From an optimization exercise on the open Yosys and OpenROAD flow, aimed at small area, a short achievable clock period and few clock cycles per item; shortcuts taken in it are not production practice.
The RTL was checked by simulation tests, not by an equivalence proof against the original design.

--- design/flow/constraint.sdc ---
create_clock -name core_clock -period 7.0 [get_ports {clk}]
set_input_delay 1.4000 -clock core_clock [delete_from_list [all_inputs] [get_ports {clk}]]
set_output_delay 1.4000 -clock core_clock [all_outputs]
set_load 0.01 [all_outputs]
--- design/flow/flow/run.sh ---
#!/bin/bash
# Layout flow: the standard flow with two changes:
# - synthesis maps with ABC's area script using "dch -f" (full choice computation) instead of
#   "dch"; the rest of synthesis, and so every register, is unchanged;
# - the buffers placement puts on every input and output port are sky130_fd_sc_hd__buf_1.
# The make output goes to standard_flow.log; each ORFS step keeps its own log under orfs/logs.
set -euo pipefail
mkdir -p scripts_mod
cp -r "$FLOW_HOME"/scripts/. scripts_mod/
sed -i 's/^dch$/dch -f/' scripts_mod/abc_area.script
bash standard.sh "SCRIPTS_DIR=$PWD/scripts_mod" "BUFFER_PORTS_ARGS=-buffer_cell sky130_fd_sc_hd__buf_1" finish > standard_flow.log 2>&1
--- design/flow/design.v ---
package aes_pkg;
	localparam int KeyWordsMax = 60;
	localparam int KeyWordsIdxW = 6;
	localparam logic [1:0] KEY_SIZE_128 = 2'd0;
	localparam logic [1:0] KEY_SIZE_192 = 2'd1;
	localparam logic [1:0] KEY_SIZE_256 = 2'd2;
	localparam logic [2:0] CFG_KEY_SIZE = 3'd0;
	localparam logic [2:0] CFG_KEY_PART0 = 3'd1;
	localparam logic [2:0] CFG_KEY_PART1 = 3'd2;
	localparam logic [2:0] CFG_KEY_PART2 = 3'd3;
	localparam logic [2:0] CFG_KEY_PART3 = 3'd4;
	function automatic logic [7:0] sbox(input logic [7:0] x);
		logic U0, U1, U2, U3, U4, U5, U6, U7;
		logic T1, T2, T3, T4, T5, T6, T7, T8, T9, T10, T11, T12, T13, T14, T15, T16;
		logic T17, T18, T19, T20, T21, T22, T23, T24, T25, T26, T27, M1, M2, M3, M4, M5;
		logic M6, M7, M8, M9, M10, M11, M12, M13, M14, M15, M16, M17, M18, M19, M20, M21;
		logic M22, M23, M24, M25, M26, M27, M28, M29, M30, M31, M32, M33, M34, M35, M36, M37;
		logic M38, M39, M40, M41, M42, M43, M44, M45, M46, M47, M48, M49, M50, M51, M52, M53;
		logic M54, M55, M56, M57, M58, M59, M60, M61, M62, M63, L0, L1, L2, L3, L4, L5;
		logic L6, L7, L8, L9, L10, L11, L12, L13, L14, L15, L16, L17, L18, L19, L20, L21;
		logic L22, L23, L24, L25, L26, L27, L28, L29, S0, S1, S2, S3, S4, S5, S6, S7;
		{U0, U1, U2, U3, U4, U5, U6, U7} = x;
		T1 = U0 ^ U3;
		T2 = U0 ^ U5;
		T3 = U0 ^ U6;
		T4 = U3 ^ U5;
		T5 = U4 ^ U6;
		T6 = T1 ^ T5;
		T7 = U1 ^ U2;
		T8 = U7 ^ T6;
		T9 = U7 ^ T7;
		T10 = T6 ^ T7;
		T11 = U1 ^ U5;
		T12 = U2 ^ U5;
		T13 = T3 ^ T4;
		T14 = T6 ^ T11;
		T15 = T5 ^ T11;
		T16 = T5 ^ T12;
		T17 = T9 ^ T16;
		T18 = U3 ^ U7;
		T19 = T7 ^ T18;
		T20 = T1 ^ T19;
		T21 = U6 ^ U7;
		T22 = T7 ^ T21;
		T23 = T2 ^ T22;
		T24 = T2 ^ T10;
		T25 = T20 ^ T17;
		T26 = T3 ^ T16;
		T27 = T1 ^ T12;
		M1 = T13 & T6;
		M2 = T23 & T8;
		M3 = T14 ^ M1;
		M4 = T19 & U7;
		M5 = M4 ^ M1;
		M6 = T3 & T16;
		M7 = T22 & T9;
		M8 = T26 ^ M6;
		M9 = T20 & T17;
		M10 = M9 ^ M6;
		M11 = T1 & T15;
		M12 = T4 & T27;
		M13 = M12 ^ M11;
		M14 = T2 & T10;
		M15 = M14 ^ M11;
		M16 = M3 ^ M2;
		M17 = M5 ^ T24;
		M18 = M8 ^ M7;
		M19 = M10 ^ M15;
		M20 = M16 ^ M13;
		M21 = M17 ^ M15;
		M22 = M18 ^ M13;
		M23 = M19 ^ T25;
		M24 = M22 ^ M23;
		M25 = M22 & M20;
		M26 = M21 ^ M25;
		M27 = M20 ^ M21;
		M28 = M23 ^ M25;
		M29 = M28 & M27;
		M30 = M26 & M24;
		M31 = M20 & M23;
		M32 = M27 & M31;
		M33 = M27 ^ M25;
		M34 = M21 & M22;
		M35 = M24 & M34;
		M36 = M24 ^ M25;
		M37 = M21 ^ M29;
		M38 = M32 ^ M33;
		M39 = M23 ^ M30;
		M40 = M35 ^ M36;
		M41 = M38 ^ M40;
		M42 = M37 ^ M39;
		M43 = M37 ^ M38;
		M44 = M39 ^ M40;
		M45 = M42 ^ M41;
		M46 = M44 & T6;
		M47 = M40 & T8;
		M48 = M39 & U7;
		M49 = M43 & T16;
		M50 = M38 & T9;
		M51 = M37 & T17;
		M52 = M42 & T15;
		M53 = M45 & T27;
		M54 = M41 & T10;
		M55 = M44 & T13;
		M56 = M40 & T23;
		M57 = M39 & T19;
		M58 = M43 & T3;
		M59 = M38 & T22;
		M60 = M37 & T20;
		M61 = M42 & T1;
		M62 = M45 & T4;
		M63 = M41 & T2;
		L0 = M61 ^ M62;
		L1 = M50 ^ M56;
		L2 = M46 ^ M48;
		L3 = M47 ^ M55;
		L4 = M54 ^ M58;
		L5 = M49 ^ M61;
		L6 = M62 ^ L5;
		L7 = M46 ^ L3;
		L8 = M51 ^ M59;
		L9 = M52 ^ M53;
		L10 = M53 ^ L4;
		L11 = M60 ^ L2;
		L12 = M48 ^ M51;
		L13 = M50 ^ L0;
		L14 = M52 ^ M61;
		L15 = M55 ^ L1;
		L16 = M56 ^ L0;
		L17 = M57 ^ L1;
		L18 = M58 ^ L8;
		L19 = M63 ^ L4;
		L20 = L0 ^ L1;
		L21 = L1 ^ L7;
		L22 = L3 ^ L12;
		L23 = L18 ^ L2;
		L24 = L15 ^ L9;
		L25 = L6 ^ L10;
		L26 = L7 ^ L9;
		L27 = L8 ^ L10;
		L28 = L11 ^ L14;
		L29 = L11 ^ L17;
		S0 = L6 ^ L24;
		S1 = ~(L16 ^ L26);
		S2 = ~(L19 ^ L28);
		S3 = L6 ^ L21;
		S4 = L20 ^ L22;
		S5 = L25 ^ L29;
		S6 = ~(L13 ^ L27);
		S7 = ~(L6 ^ L23);
		sbox = {S0, S1, S2, S3, S4, S5, S6, S7};
	endfunction
	function automatic logic [31:0] sub_word(input logic [31:0] w);
		sub_word = {sbox(w[31:24]), sbox(w[23:16]), sbox(w[15:8]), sbox(w[7:0])};
	endfunction
	function automatic logic [7:0] xtime(input logic [7:0] x);
		xtime = {x[6:0], 1'b0} ^ (x[7] ? 8'h1b : 8'h00);
	endfunction
	function automatic logic [3:0] key_nk(input logic [1:0] ks);
		logic [3:0] r;
		case (ks)
			2'd0: r = 4'd4;
			2'd1: r = 4'd6;
			default: r = 4'd8;
		endcase
		key_nk = r;
	endfunction
	function automatic logic [3:0] key_nr(input logic [1:0] ks);
		logic [3:0] r;
		case (ks)
			2'd0: r = 4'd10;
			2'd1: r = 4'd12;
			default: r = 4'd14;
		endcase
		key_nr = r;
	endfunction
endpackage
import aes_pkg::*;
module aes_round (
	input  logic [127:0] state_in,
	input  logic [127:0] round_key,
	input  logic [127:0] load_data,
	input  logic         load,
	input  logic         last,
	output logic [127:0] state_out
);
	logic [7:0] s [0:15];
	logic [7:0] ta [0:15];  
	logic [7:0] tg [0:15];  
	logic [7:0] all;
	logic keep, mix;
	always_comb begin
		keep = !load;
		mix = !load && !last;
		for (int i = 0; i < 16; i++) s[i] = state_in[127 - 8*i -: 8];
		for (int c = 0; c < 4; c++)
			for (int r = 0; r < 4; r++) begin
				ta[c*4 + r] = aes_pkg::sbox(s[((c + r) % 4)*4 + r]);
				tg[c*4 + r] = ta[c*4 + r] & {8{mix}};
				ta[c*4 + r] = ta[c*4 + r] & {8{keep}};
			end
		for (int c = 0; c < 4; c++) begin
			all = tg[c*4] ^ tg[c*4+1] ^ tg[c*4+2] ^ tg[c*4+3];
			for (int r = 0; r < 4; r++)
				state_out[127 - 8*(c*4+r) -: 8] = ta[c*4+r] ^ all
					^ aes_pkg::xtime(tg[c*4+r] ^ tg[c*4+(r+1)%4])
					^ round_key[127 - 8*(c*4+r) -: 8]
					^ (load_data[127 - 8*(c*4+r) -: 8] & {8{load}});
		end
	end
endmodule
import aes_pkg::*;
module aes_key_expand (
	input  logic [255:0] win,
	input  logic [31:0]  sin,
	input  logic         m128,
	input  logic         m192,
	input  logic         ph1,       
	input  logic         ph2,       
	input  logic         odd,       
	input  logic [7:0]   rcon,
	input  logic         step,      
	input  logic [31:0]  sload,
	output logic [255:0] wout,
	output logic [31:0]  sout
);
	logic [31:0] w [0:7];
	logic [31:0] q [0:7];
	logic [7:0] g;
	logic [31:0] sb, sbr, rc, e, p0, p1, p2, p3, b2, b3, qs;
	logic m256, gs, rot_next;
	always_comb begin
		for (int i = 0; i < 8; i++) w[i] = win[255 - 32*i -: 32];
		m256 = !m128 && !m192;
		sb = aes_pkg::sub_word(sin);
		rc = (m256 && odd) ? 32'h0 : {rcon, 24'h0};
		e = (m192 && (ph1 || ph2)) ? w[5] : rc;
		p0 = w[0] ^ e;
		p1 = p0 ^ w[1];
		p2 = p1 ^ w[2];
		p3 = p2 ^ w[3];
		b2 = w[2] ^ rc;
		b3 = b2 ^ w[3];
		if (m128) begin
			q[0] = p0; q[1] = p1; q[2] = p2; q[3] = p3;
			q[4] = p0; q[5] = p1;
			g = 8'hff;
		end else if (m192) begin
			q[0] = w[4]; q[1] = w[5]; q[2] = p0; q[3] = p1;
			q[4] = ph1 ? b2 : p2; q[5] = ph1 ? b3 : p3;
			g = ph1 ? 8'b00001111 : (ph2 ? 8'b00000011 : 8'b00111111);
		end else begin
			q[0] = w[4]; q[1] = w[5]; q[2] = w[6]; q[3] = w[7];
			q[4] = p0; q[5] = p1;
			g = 8'b00001111;
		end
		q[6] = p2; q[7] = p3;
		for (int i = 0; i < 8; i++) wout[255 - 32*i -: 32] = q[i] ^ (sb & {32{g[7-i]}});
		qs = p3 ^ ((m192 && !ph1 && !ph2) ? (w[4] ^ w[5]) : 32'h0);
		gs = !(m192 && (ph1 || ph2));
		rot_next = !(m256 && !odd);
		if (rot_next) begin
			qs = {qs[23:0], qs[31:24]};
			sbr = {sb[23:0], sb[31:24]};
		end else begin
			sbr = sb;
		end
		if (!step) begin
			qs = sload; gs = 1'b0;
		end
		sout = qs ^ (sbr & {32{gs}});
	end
endmodule
import aes_pkg::*;
module aes_block_encrypt_unit (
	input  logic        clk,
	input  logic        arst_n,
	input  logic        start,
	output logic        busy,
	input  logic [63:0] plaintext_high,
	input  logic [63:0] plaintext_low,
	output logic        done,
	output logic [63:0] ciphertext_high,
	output logic [63:0] ciphertext_low,
	input  logic        cfg_we,
	input  logic [2:0]  cfg_index,
	input  logic [63:0] cfg_data
);
	logic [1:0] key_size_d;
	logic m128_q, m192_q;     
	logic [63:0] key_part_q [0:3];
	logic [63:0] key_part_d [0:3];
	logic [3:0] kv_q, kv_d;
	logic [63:0] key_q [0:3];    
	logic [63:0] key_d [0:3];    
	logic busy_q, done_q;
	logic [3:0] rnd_q, g_nr;
	logic [7:0] rcon_q;
	logic ph1_q, ph2_q, odd_q;
	logic [255:0] win_q, win_in, win_step;
	logic [31:0] sin_q, sin_step, sin_load;
	logic [127:0] st_q, rnd_out;
	logic accept, last, stepping, m128, m192, rot_used;
	assign m128 = m128_q;
	assign m192 = m192_q;
	assign g_nr = m128 ? 4'd10 : (m192 ? 4'd12 : 4'd14);
	assign accept = start && !busy_q;
	assign last = busy_q && (rnd_q == g_nr);
	assign stepping = accept || (busy_q && !last);
	assign rot_used = m128 || (m192 ? !ph2_q : !odd_q);
	assign busy = busy_q;
	assign done = done_q;
	aes_key_expand u_kx (
		.win(win_in), .sin(sin_q), .m128(m128), .m192(m192), .ph1(ph1_q), .ph2(ph2_q),
		.odd(odd_q), .rcon(rcon_q), .step(stepping),
		.sload(sin_load),
		.wout(win_step), .sout(sin_step)
	);
	aes_round u_round (
		.state_in(st_q), .round_key(win_in[255:128]), .load_data({plaintext_high, plaintext_low}),
		.load(accept), .last(last), .state_out(rnd_out)
	);
	always_comb begin
		for (int i = 0; i < 4; i++)
		begin
			key_part_d[i] = (cfg_we && cfg_index == 3'(i + 1)) ? cfg_data : key_part_q[i];
			kv_d[i] = kv_q[i] || (cfg_we && cfg_index == 3'(i + 1));
			key_q[i] = key_part_q[i] & {64{kv_q[i]}};
			key_d[i] = key_part_d[i] & {64{kv_d[i]}};
		end
		key_size_d = (cfg_we && cfg_index == CFG_KEY_SIZE) ? cfg_data[1:0] : {!m128_q && !m192_q, m192_q};
		case (key_size_d)
			2'd0: sin_load = key_d[1][31:0];
			2'd1: sin_load = key_d[2][31:0];
			default: sin_load = key_d[3][31:0];
		endcase
		sin_load = {sin_load[23:0], sin_load[31:24]};
	end
	always_ff @(posedge clk or negedge arst_n) begin
		if (!arst_n) begin
			m128_q <= 1'b1;
			m192_q <= 1'b0;
			kv_q <= '0;
			busy_q <= 1'b0;
			done_q <= 1'b0;
			rnd_q <= '0;
			rcon_q <= 8'h01;
			ph1_q <= 1'b0;
			ph2_q <= 1'b0;
			odd_q <= 1'b0;
			sin_q <= '0;
		end else begin
			m128_q <= (key_size_d == 2'd0);
			m192_q <= (key_size_d == 2'd1);
			kv_q <= kv_d;
			done_q <= last;
			if (accept) begin
				busy_q <= 1'b1;
				rnd_q <= 4'd1;
			end else if (last) begin
				busy_q <= 1'b0;
				rnd_q <= 4'd0;
			end else if (busy_q) begin
				rnd_q <= rnd_q + 4'd1;
			end
			sin_q <= sin_step;
			if (stepping) begin
				if (rot_used) rcon_q <= aes_pkg::xtime(rcon_q);
				ph1_q <= !ph1_q && !ph2_q;
				ph2_q <= ph1_q;
				odd_q <= !odd_q;
			end else begin
				rcon_q <= 8'h01;
				ph1_q <= 1'b0;
				ph2_q <= 1'b0;
				odd_q <= 1'b0;
			end
		end
	end
	assign win_in = busy_q ? win_q : {key_q[0], key_q[1], key_q[2], key_q[3]};
	always_ff @(posedge clk) begin
		for (int i = 0; i < 4; i++) key_part_q[i] <= key_part_d[i];
		st_q <= rnd_out;
		win_q <= win_step;
	end
	assign ciphertext_high = st_q[127:64];
	assign ciphertext_low = st_q[63:0];
endmodule
--- design/flow/standard.sh ---
#!/bin/bash
# synth_recipe.tcl (not shown) runs the flow's synth.tcl, then flattens the netlist and writes it again
# the make line also repeats each setting of config.mk as NAME=value (left out here)
make -C /OpenROAD-flow-scripts/flow DESIGN_CONFIG=/design/flow/config.mk WORK_HOME=/design/flow/orfs CLKGATE_MAP_FILE= SYNTH_SCRIPT=/design/flow/synth_recipe.tcl "${@:-finish}"
--- design/flow/config.mk ---
export PLATFORM = sky130hd
export DESIGN_NAME = aes_block_encrypt_unit
export DESIGN_NICKNAME = aes_block_encrypt_unit
export VERILOG_FILES = /design/flow/design.v
export SDC_FILE = /design/flow/constraint.sdc
export NUM_CORES = 8
export LEC_CHECK = 0
export ABC_AREA = 1
export CAP_MARGIN = 20
export CORE_MARGIN = 2
export CORE_UTILIZATION = 50
export CTS_CLUSTER_SIZE = 32
export PLACE_DENSITY = 0.65
export SETUP_SLACK_MARGIN = 2.0
export SLEW_MARGIN = 20
==> results.toml, run 1 <==
[detailed_routing]
drt_first_pass_iters = 9
drc = 0
wl_um = 342400
avgViaCountPerCell = 5.721
drt_iter0_markers = 8803
detail_route.wl_per_cell_um = 22.56
ant_nets = 0
dr_total_vias = 86830

[cts]
h-tree-depth = 3
clock_latency_ns = 0.73
cts-buffers-inserted = 83
clk_path_buf_depth = 3
clk_pin_slew_ns = 0.06
cts_root_buffer = "clkbuf_16"
cts.sinks = 695
cts_tree = "built"

[synthesis]
yosys_warnings = 12
synth_fa_ha_area_share_pct = 0.6916
syn_avg_cell_area_um2 = 5.801
synth_ff_type = "dfxtp_1"
seq_area_frac_synth_pct = 21.29
synthArstFlopShare_pct = 7.914
syn_area_um2 = 74170
muxShareOfSynthArea_pct = 0.02868
synth_xor_area_share_pct = 15.56
synth-simple-area-share_pct = 47.83
synth_top_family_by_area = "simple AND/OR/NAND/NOR gates"
synth_seq_cells = 695
yosysUniqueCellTypes = 62
synthCells = 12790
synth_compound_area_share_pct = 6.187
synth_edf_count = 160
syn-num-nets = 13030

[floorplan]
die_x_um = 389.2
die_y_um = 389.2
initial_core_util_pct = 50.29
core-area_um2 = 147500
die_area_um2 = 151400
ios = 329
rows = 141

[timing]
worstMarginPinSlew_ns = 1.258
fmax_mhz = 200.3
clock-skew-final_ns = 0.04413
grt_setup_unrepaired = "yes"
fin_setup_tns_ns = 0
slew_viol_final = 0
min_period_ns = 4.993
timing.final.crit_share_pct = 71.33
setup_slack_ns = 2.007
relSlewSlack_pct = 16.16
hold_viol_final = 0
setup_violations = 0

[min_path]
hp-class = "reg2reg"
hp-start = "key_part_q[3][31]"

[place]
routabilityCongestion = 1.073
hpwl_um = 271800
io_buffers = 328
dp_slack_ns = 1.002

[cells_and_area]
syn2layout_area_growth_pct = 16.22
regArea_um2 = 16170
multi_input_area_um2 = 56420
nets = 13400
fill_cells = 14540
drive_gt1_share_pct = 12.69
postLayoutCoreUtil_pct = 58.45

[global_routing]
grt_pass1_wl_um = 485700
grt-ovfl-total = 0
grtUsageTotal_pct = 42.79
grt_max_degree = 94
grt_pass1_vias = 77620
antenna_found_initial = 21

[worst_setup_path]
startpoint_type = "flip-flop"
worstSetupPathType = "reg2reg"
critPathLaunch = "m192_q"
cp_max_fo = 17
crit_required_ns = 7.57
critPathCaptureType = "flip-flop"
worst_r2r_startpoint = "m192_q"
cp.arrival_ns = 5.56

[flow_run]
maxCapViolCount = 0

[status]
status = "complete, no violations"
kinds of logic after synthesis:
group / count (synthesis)
AOI/OAI and AO/OA: 730
xor gates and xnor gates: 1251
adders and majority gates: 41
buffers and inverters: 1604
DFF: 695
muxes: 2
and+or+nand+nor: 8464
critical path, cell delays in order (launching register included):
cell and delay [ns]:
dfrtp_1 0.41, inv_1 0.28, nor2_1 0.13, inv_1 0.71
buf_4 0.46, nor2_1 0.11, xor2_1 0.28, inv_1 0.11
nand2_1 0.07, nand2_1 0.08, xor2_1 0.40, xor2_1 0.23
xnor2_1 0.79, nand2_1 0.13, nand2_1 0.10, o21a_1 0.25
inv_1 0.07, nand4_1 0.09, nand2_1 0.12
final timing paths:
kind	endpoint	slack [ns]	depth (start not counted)
hold / removal	key_part_q[3][31]	0.49	2
min in group asynchronous	kv_q[3]	0.84	2
setup reg to reg	sin_q[23]	2.01	18
setup / recovery	sin_q[23]	2.01	18
hold reg to reg	key_part_q[3][31]	0.49	2
max in group asynchronous	busy_q	5.44	2
per-stage QoR:
| stage | hold slack (ns) | instances | cell area [um^2] |
|---|---|---|---|
| finish | 0.4909 | 15180 | 86210 |
| global route | 0.5168 | 15160 | 86170 |
| CTS | 0.4883 | 15020 | 81660 |
| detailed placement | 0.4753 | 14850 | 77500 |
| global placement | 0.4747 | 14850 | 77500 |
| floorplan | 0.4263 | 12790 | 74170 |
registers in the layout, summed over array words and instances (netlist names):
register,count
rcon_q,8
done_q,1
ph2_q,1
kv_q,4
st_q,128
win_q,256
key_part_q,256
m192_q,1
rnd_q,4
m128_q,1
odd_q,1
busy_q,1
ph1_q,1
sin_q,32
synth_stat cells (all sizes together), types with 8 or more instances:
library cell | n | area share [%]
xor2 | 756 | 9.4
nand2 | 6047 | 31
a21o | 10 | 0.10
nand4 | 150 | 1.3
nand3b | 104 | 1.1
ha | 41 | 0.69
a21oi | 42 | 0.29
o22ai | 8 | 0.067
o21bai | 9 | 0.091
o211ai | 55 | 0.56
dfrtp | 53 | 1.8
a22o | 11 | 0.13
edfxtp | 160 | 6.5
clkbuf | 178 | 0.90
buf | 133 | 0.95
a22oi | 132 | 1.3
nand3 | 1621 | 11
a32oi | 14 | 0.17
inv | 1287 | 6.5
or2 | 42 | 0.35
o221ai | 54 | 0.64
o21a | 15 | 0.15
o21ai | 363 | 2.5
xnor2 | 495 | 6.1
nor2 | 490 | 2.6
dfxtp | 480 | 13
layer usage:
layer / share of wire [%] / track usage [%] / routed length [um]
met3: 11 / 10.23 / 37160
met5: 0.048 / 0 / 164
met1: 37 / 51.30 / 127500
met4: 9.0 / 31.42 / 30750
met2: 43 / 66.78 / 146900
area by class of cell:
class                   count  share of cell area, %
multi-input cells       10490                  65.45
flip-flops and latches    695                  18.76
inverters                1292                  5.666
repair buffers            600                  4.033
well taps                1930                  2.801
clock buffers             118                  2.752
clock inverters            38                 0.4949
diodes                     15                0.04354
cells in the final DEF, fill, tap and decap left out, types with 18 or more instances in the layout:
master,synthesis,routed
a21oi_1,40,39
a22oi_1,132,132
buf_1,54,327
buf_4,27,253
clkbuf_1,178,22
clkbuf_16,0,86
clkinv_2,0,18
dfrtp_1,53,47
dfxtp_1,480,356
dfxtp_2,0,41
dfxtp_4,0,83
edfxtp_1,160,160
ha_1,41,40
inv_1,1214,1175
inv_2,71,104
nand2_1,5855,5564
nand2_2,186,413
nand2_4,6,70
nand3_1,1590,1489
nand3_2,30,120
nand3b_1,104,104
nand4_1,149,149
nor2_1,455,375
nor2_2,30,70
nor2_4,5,46
o211ai_1,55,55
o21ai_0,326,315
o21ai_1,31,39
o221ai_1,54,54
or2_1,20,19
or2_2,20,20
xnor2_1,467,400
xnor2_2,28,67
xnor2_4,0,28
xor2_1,711,597
xor2_2,42,114
xor2_4,3,45
what timing repair did:
action                     in CTS  in global routing
buffers inserted               22                133
setup endpoints to repair     132                307
cloned                          1                  0
hold endpoints to repair        0                  0
resized for setup             305                783
pin swaps                      16                117
hold buffers                    0                  0
Testbench counts, summed over its fixed seeds: cycles 30,296, blocks 2,304.
==> run 2, diff against run 1 <==
--- a/design/flow/config.mk
+++ b/design/flow/config.mk
@@ -9,7 +9,7 @@
 export CAP_MARGIN = 20
 export CORE_MARGIN = 2
 export CORE_UTILIZATION = 50
-export CTS_CLUSTER_SIZE = 32
+export CTS_CLUSTER_SIZE = 26
 export PLACE_DENSITY = 0.65
 export SETUP_SLACK_MARGIN = 2.0
 export SLEW_MARGIN = 20
==> run 2 against run 1 <==
  * Final area is the same
  * Sequential cell count is the same
  * Non-clock buffer count is the same
  * Wire length is the same
  * Hold slack is the same
  * Count of clock-buffer cells in the layout is the same
  * Utilization is the same
  * Setup slack is the same
  * Via count is the same
  * Fmax is the same
  * Die area is the same
  * Critical endpoint unchanged
  * Largest cell class unchanged
==> results.toml, run 2 <==
[worst_setup_path]
critPathLaunch = "m192_q"
worstSetupPathType = "reg2reg"
worst_r2r_startpoint = "m192_q"
cp.arrival_ns = 5.56
ff2ff_path_depth = 18
r2r-end = "sin_q[23]"
critPathCaptureType = "flip-flop"
critPathMostFrequentCell = "nand2_1"
cp_max_fo = 17
slowest_stage = "xnor2_1"
startpoint_type = "flip-flop"
crit_chain = "inv_1 -> nor2_1 -> inv_1 -> buf_4 -> nor2_1 -> xor2_1 -> inv_1 -> nand2_1 -> nand2_1 -> xor2_1 -> xor2_1 -> xnor2_1 -> nand2_1 -> nand2_1 -> o21a_1 -> inv_1 -> nand4_1 -> nand2_1"
reg2reg_slack_ns = 2.01
worst_path_largest_cell_delay_ns = 0.79
crit_required_ns = 7.57

[min_path]
hp-start = "key_part_q[3][31]"
whs_endpoint = "key_part_q[3][31]"
whs_path_depth = 2
hp-class = "reg2reg"

[synthesis]
syn-num-nets = 13030
muxShareOfSynthArea_pct = 0.02868
synth-simple-area-share_pct = 47.83
synth_compound_area_share_pct = 6.187
synth_seq_cells = 695
syn_avg_cell_area_um2 = 5.801
synth_top_family_by_area = "simple AND/OR/NAND/NOR gates"
synth_area_leader_cell = "nand2_1"
synth_most_common_cell = "nand2_1"
yosys_warnings = 12
synth_top_area_share_pct = 29.63
synth_xor_area_share_pct = 15.56
netlist_top_cells_count = "5855 x nand2_1, 1590 x nand3_1, 1214 x inv_1, 711 x xor2_1, 480 x dfxtp_1"
seq_area_frac_synth_pct = 21.29
synth_ff_type = "dfxtp_1"
synthArstFlopShare_pct = 7.914
synth_fa_ha_area_share_pct = 0.6916
synth_edf_count = 160
synthCells = 12790
ys_top_cells_by_area = "nand2_1 30%, dfxtp_1 13%, nand3_1 11%"
yosysUniqueCellTypes = 62
syn_area_um2 = 74170

[floorplan]
rows = 141
core-area_um2 = 147500
die_x_um = 389.2
die_area_um2 = 151400
initial_core_util_pct = 50.29
ios = 329
die_y_um = 389.2

[timing]
timing.final.crit_share_pct = 71.33
setup_slack_ns = 2.007
fmax_mhz = 200.3
relSlewSlack_pct = 16.16
min_period_ns = 4.993
clock-skew-final_ns = 0.04413
setup_violations = 0
fin_setup_tns_ns = 0
worstMarginPinSlew_ns = 1.258
hold_viol_final = 0
hold_ws_ns = 0.4909
grt_setup_unrepaired = "yes"
slew_viol_final = 0

[detailed_routing]
drc = 0
ant_nets = 0
drt_first_pass_iters = 9
wl_um = 342400
dr_total_vias = 86830
drt_iter0_markers = 8803
avgViaCountPerCell = 5.721
detail_route.wl_per_cell_um = 22.56

[cts]
clock_latency_ns = 0.73
clk_path_buf_depth = 3
cts.sinks = 695
cts_tree = "built"
cts_root_buffer = "clkbuf_16"
h-tree-depth = 3
cts-buffers-inserted = 83
clk_pin_slew_ns = 0.06

[place]
routabilityCongestion = 1.073
dp_slack_ns = 1.002
hpwl_um = 271800
io_buffers = 328

[cells_and_area]
layout_commonest_cell = "nand2_1"
syn2layout_area_growth_pct = 16.22
multi_input_area_um2 = 56420
nets = 13400
final_cell_mix = "5564 x nand2_1, 1489 x nand3_1, 1175 x inv_1, 597 x xor2_1, 413 x nand2_2"
drive_gt1_share_pct = 12.69
largestRegisters = "key_part_q: 256 flops, win_q: 256 flops, st_q: 128 flops"
postLayoutCoreUtil_pct = 58.45
fill_cells = 14540
regArea_um2 = 16170

[global_routing]
grt_pass1_vias = 77620
grt-ovfl-total = 0
grt_max_degree = 94
grt_pass1_wl_um = 485700
grtUsageTotal_pct = 42.79
antenna_found_initial = 21

[status]
status = "complete, no violations"

[flow_run]
maxCapViolCount = 0
[run 2: cell counts in the layout (fill, tap and decap cells not counted)]
No cell type changed its count.
[run 2: worst max path at each step]
stage	slack (ns)	depth (start not counted)	end
after floorplan	2.13	3	key_part_q[0][0]
after global placement	1.06	32	st_q[7]
after detailed placement	1.00	32	st_q[7]
after CTS	1.95	27	st_q[7]
after global routing	1.84	38	st_q[7]
final	2.01	18	sin_q[23]
[run 2: final cells by class]
| cell class | instances | share of cell area (%) |
|---|---|---|
| multi-input combinational | 10490 | 65.45 |
| sequential | 695 | 18.76 |
| inverter | 1292 | 5.666 |
| timing repair buffer | 600 | 4.033 |
| tap | 1930 | 2.801 |
| clock buffer | 118 | 2.752 |
| clock inverter | 38 | 0.4949 |
| antenna | 15 | 0.04354 |
[run 2: worst max-delay path: cells and delay by family (launching register included)]
family	cells	cell delay [ns]
XOR/XNOR	4	1.70
AO/OA/AOI/OAI	1	0.25
buffers and inverters	5	1.63
AND/OR/NAND/NOR	8	0.83
flip-flops	1	0.41
[run 2: logic make-up after synthesis]
logic type               Yosys count
AO/OA/AOI/OAI                    730
XOR/XNOR                        1251
adder cells (fa/ha/maj)           41
buffers and inverters           1604
flip-flops                       695
multiplexers                       2
AND/OR/NAND/NOR                 8464
[run 2: layer usage]
metal  GRT usage (%)  vias up  wire length (um)
li1                -    41110                 -
met1           51.30    40020            127500
met2           66.78     4590            146900
met3           10.23     1087             37160
met4           31.42       22             30750
met5               0        -               164
[run 2: per-stage QoR]
stage	area, um^2	cells
6_report	86210	15180
3_3_place_gp	77500	14850
3_5_place_dp	77500	14850
4_1_cts	81660	15020
2_1_floorplan	74170	12790
5_1_grt	86170	15160
[run 2: timing repair]
item / in CTS / in global routing
hold buffers: 0 / 0
gates resized for setup: 305 / 783
cloned: 1 / 0
buffers inserted: 22 / 133
setup endpoints to repair: 132 / 307
pin swaps: 16 / 117
==> run 3, diff against run 2 <==
--- a/design/flow/config.mk
+++ b/design/flow/config.mk
@@ -9,7 +9,6 @@
 export CAP_MARGIN = 20
 export CORE_MARGIN = 2
 export CORE_UTILIZATION = 50
-export CTS_CLUSTER_SIZE = 26
 export PLACE_DENSITY = 0.65
 export SETUP_SLACK_MARGIN = 2.0
 export SLEW_MARGIN = 20
==> run 3 against run 2 <==
  * First-iteration DRC count unchanged
  * Sequential cell count stayed put
  * Synthesized cell count stayed put
  * Sequential share of layout area unchanged
  * Final cell count stayed put
  * Wire length did not move
  * Still clean
  * Critical endpoint unchanged
  * Hold slack unchanged
  * Largest cell class unchanged
  * Critical path type unchanged
  * Global-route usage stayed put
  * Non-clock buffer count unchanged
  * Critical path depth is the same
  * Final area unchanged
==> results.toml, run 3 <==
[global_routing]
busiest_layer = "met2"
grt_max_degree = 94
antenna_found_initial = 21
grt.met3_usage_pct = 10.23
met1_usage_pct = 51.30
grt-ovfl-total = 0
grtUsageMet2_pct = 66.78
grt_pass1_wl_um = 485700
grtUsageTotal_pct = 42.79
grt_pass1_vias = 77620

[cells_and_area]
layout_commonest_cell = "nand2_1"
largestRegisters = "key_part_q: 256 flops, win_q: 256 flops, st_q: 128 flops"
nets = 13400
final_cell_mix = "5564 x nand2_1, 1489 x nand3_1, 1175 x inv_1, 597 x xor2_1, 413 x nand2_2"
drive_gt1_share_pct = 12.69
syn2layout_area_growth_pct = 16.22

[detailed_routing]
drt_iter0_markers = 8803
ant_nets = 0
avgViaCountPerCell = 5.721
detail_route.wl_per_cell_um = 22.56
wl_um = 342400
dr_total_vias = 86830
drt_first_pass_iters = 9
drc = 0

[cts]
cts-buffers-inserted = 83
cts_root_buffer = "clkbuf_16"
clk_pin_slew_ns = 0.06
clock_latency_ns = 0.73
cts.sinks = 695
cts_hold_buffers = 0
h-tree-depth = 3
clk_path_buf_depth = 3
cts_tree = "built"

[worst_setup_path]
critPathMostFrequentCell = "nand2_1"
worst_r2r_startpoint = "m192_q"
cp.arrival_ns = 5.56
critPathTopFamily = "XOR/XNOR gates"
slowest_stage = "xnor2_1"
crit_chain = "inv_1 -> nor2_1 -> inv_1 -> buf_4 -> nor2_1 -> xor2_1 -> inv_1 -> nand2_1 -> nand2_1 -> xor2_1 -> xor2_1 -> xnor2_1 -> nand2_1 -> nand2_1 -> o21a_1 -> inv_1 -> nand4_1 -> nand2_1"
cp.depth = 18
crit_required_ns = 7.57
critPathCaptureType = "flip-flop"
reg2reg_slack_ns = 2.01
worst_path_largest_cell_delay_ns = 0.79
cp_max_fo = 17
cp_num_buf_inv = 5
ff2ff_path_depth = 18
worstSetupPathType = "reg2reg"
startpoint_type = "flip-flop"
r2r-end = "sin_q[23]"

[timing]
clock-skew-final_ns = 0.04413
slew_viol_final = 0
worstMarginPinSlew_ns = 1.258
timing.final.crit_share_pct = 71.33
hold_viol_final = 0
fmax_mhz = 200.3
relSlewSlack_pct = 16.16
setup_violations = 0
grt_setup_unrepaired = "yes"
fin_setup_tns_ns = 0
min_period_ns = 4.993

[synthesis]
syn_avg_cell_area_um2 = 5.801
synthCells = 12790
yosysUniqueCellTypes = 62
synth_top_area_share_pct = 29.63
netlist_top_cells_count = "5855 x nand2_1, 1590 x nand3_1, 1214 x inv_1, 711 x xor2_1, 480 x dfxtp_1"
synth_ff_type = "dfxtp_1"
syn_area_um2 = 74170
seq_area_frac_synth_pct = 21.29
synthArstFlopShare_pct = 7.914
syn-num-nets = 13030
synth_most_common_cell = "nand2_1"
ys_top_cells_by_area = "nand2_1 30%, dfxtp_1 13%, nand3_1 11%"
synth_edf_count = 160
yosys_warnings = 12
synth_seq_cells = 695
synth_area_leader_cell = "nand2_1"

[floorplan]
die_y_um = 389.2
core-area_um2 = 147500
ios = 329
die_x_um = 389.2
initial_core_util_pct = 50.29
die_area_um2 = 151400
rows = 141

[min_path]
whs_path_depth = 2
hp-start = "key_part_q[3][31]"
hp-class = "reg2reg"
whs_endpoint = "key_part_q[3][31]"

[place]
io_buffers = 328
routabilityCongestion = 1.073
hpwl_um = 271800

[flow_run]
maxCapViolCount = 0

[status]
status = "complete, no violations"
[run 3: worst max path at each step]
stage                       from               end  slack, ns
CTS                     st_q[77]           st_q[7]       1.95
global placement       st_q[117]           st_q[7]       1.06
detailed placement     st_q[117]           st_q[7]       1.00
floorplan           cfg_index[0]  key_part_q[0][0]       2.13
global route            st_q[29]           st_q[7]       1.84
finish                    m192_q         sin_q[23]       2.01
[run 3: final cells by class]
| class | instances | area (um^2) |
|---|---|---|
| antenna | 15 | 37.54 |
| clock buffer | 118 | 2372 |
| inverter | 1292 | 4885 |
| fill | 14540 | 61280 |
| timing repair buffer | 600 | 3477 |
| sequential | 695 | 16170 |
| tap | 1930 | 2415 |
| multi-input combinational | 10490 | 56420 |
| clock inverter | 38 | 426.7 |
[run 3: per-layer routing]
metal  wire length, um  up-vias
li1                  -    41110
met1            127500    40020
met2            146900     4590
met3             37160     1087
met4             30750       22
met5               164        -
[run 3: worst register-to-register path: stages (launching register included)]
cell	delay, ns
dfrtp_1	0.41
inv_1	0.28
nor2_1	0.13
inv_1	0.71
buf_4	0.46
nor2_1	0.12
xor2_1	0.28
inv_1	0.11
nand2_1	0.07
nand2_1	0.08
xor2_1	0.40
xor2_1	0.23
xnor2_1	0.79
nand2_1	0.13
nand2_1	0.10
o21a_1	0.25
inv_1	0.07
nand4_1	0.09
nand2_1	0.12
[run 3: through the flow]
stage | worst slack (ns) | util [%] | instances | instance area (um^2) | hold slack (ns)
after global routing | 1.840 | 58.43 | 15160 | 86170 | 0.5168
after floorplan | 2.128 | - | 12790 | 74170 | 0.4263
final | 2.007 | 58.45 | 15180 | 86210 | 0.4909
after global placement | 1.061 | 52.55 | 14850 | 77500 | 0.4747
after CTS | 1.947 | 55.37 | 15020 | 81660 | 0.4883
after detailed placement | 1.002 | 52.55 | 14850 | 77500 | 0.4753
[run 3: what timing repair did]
| action | CTS | global route |
|---|---|---|
| endpoints found under the setup margin | 132 | 307 |
| gates resized for setup | 305 | 783 |
| pin swaps | 16 | 117 |
| buffers inserted | 22 | 133 |
| cloned | 1 | 0 |
[run 3: cells by family after synthesis]
kind of cell	share of synthesized area, %
XOR/XNOR	15.56
AO/OA/AOI/OAI	6.187
AND/OR/NAND/NOR	47.83
multiplexers	0.02868
flip-flops	21.29
buffers and inverters	8.411
adder cells (fa/ha/maj)	0.6916

-- separate check: timing with driven ports --
The results above use ideal ports. As a check the final layouts listed here were re-extracted and re-timed, cells and wires unchanged. Step 1 (the two cells are an assumption about what drives the block):
set clk [get_ports {clk}]
set_driving_cell -lib_cell sky130_fd_sc_hd__clkbuf_16 $clk
set_driving_cell -lib_cell sky130_fd_sc_hd__buf_2 [delete_from_list [all_inputs] $clk]
Step 2 adds t to the input delays and takes it off the output delays; t is the mean of the earliest and latest rising clock arrival at the registers after step 1. Input paths then give back, and output paths get back, about the clock's delay inside the block. Slacks: ideal / step 1 / step 2; pairs: ideal / step 1.
run	t, ns	setup WS [ns]	clock arrival spread, ns	worst data-port slew with drivers (ns)
run 1	0.805	2.007 / 2.007 / 2.007	0.044 / 0.044	0.14
run 2	0.805	2.007 / 2.007 / 2.007	0.044 / 0.044	0.14
run 3	0.805	2.007 / 2.007 / 2.007	0.044 / 0.044	0.14
After both steps every run listed still meets setup and hold.
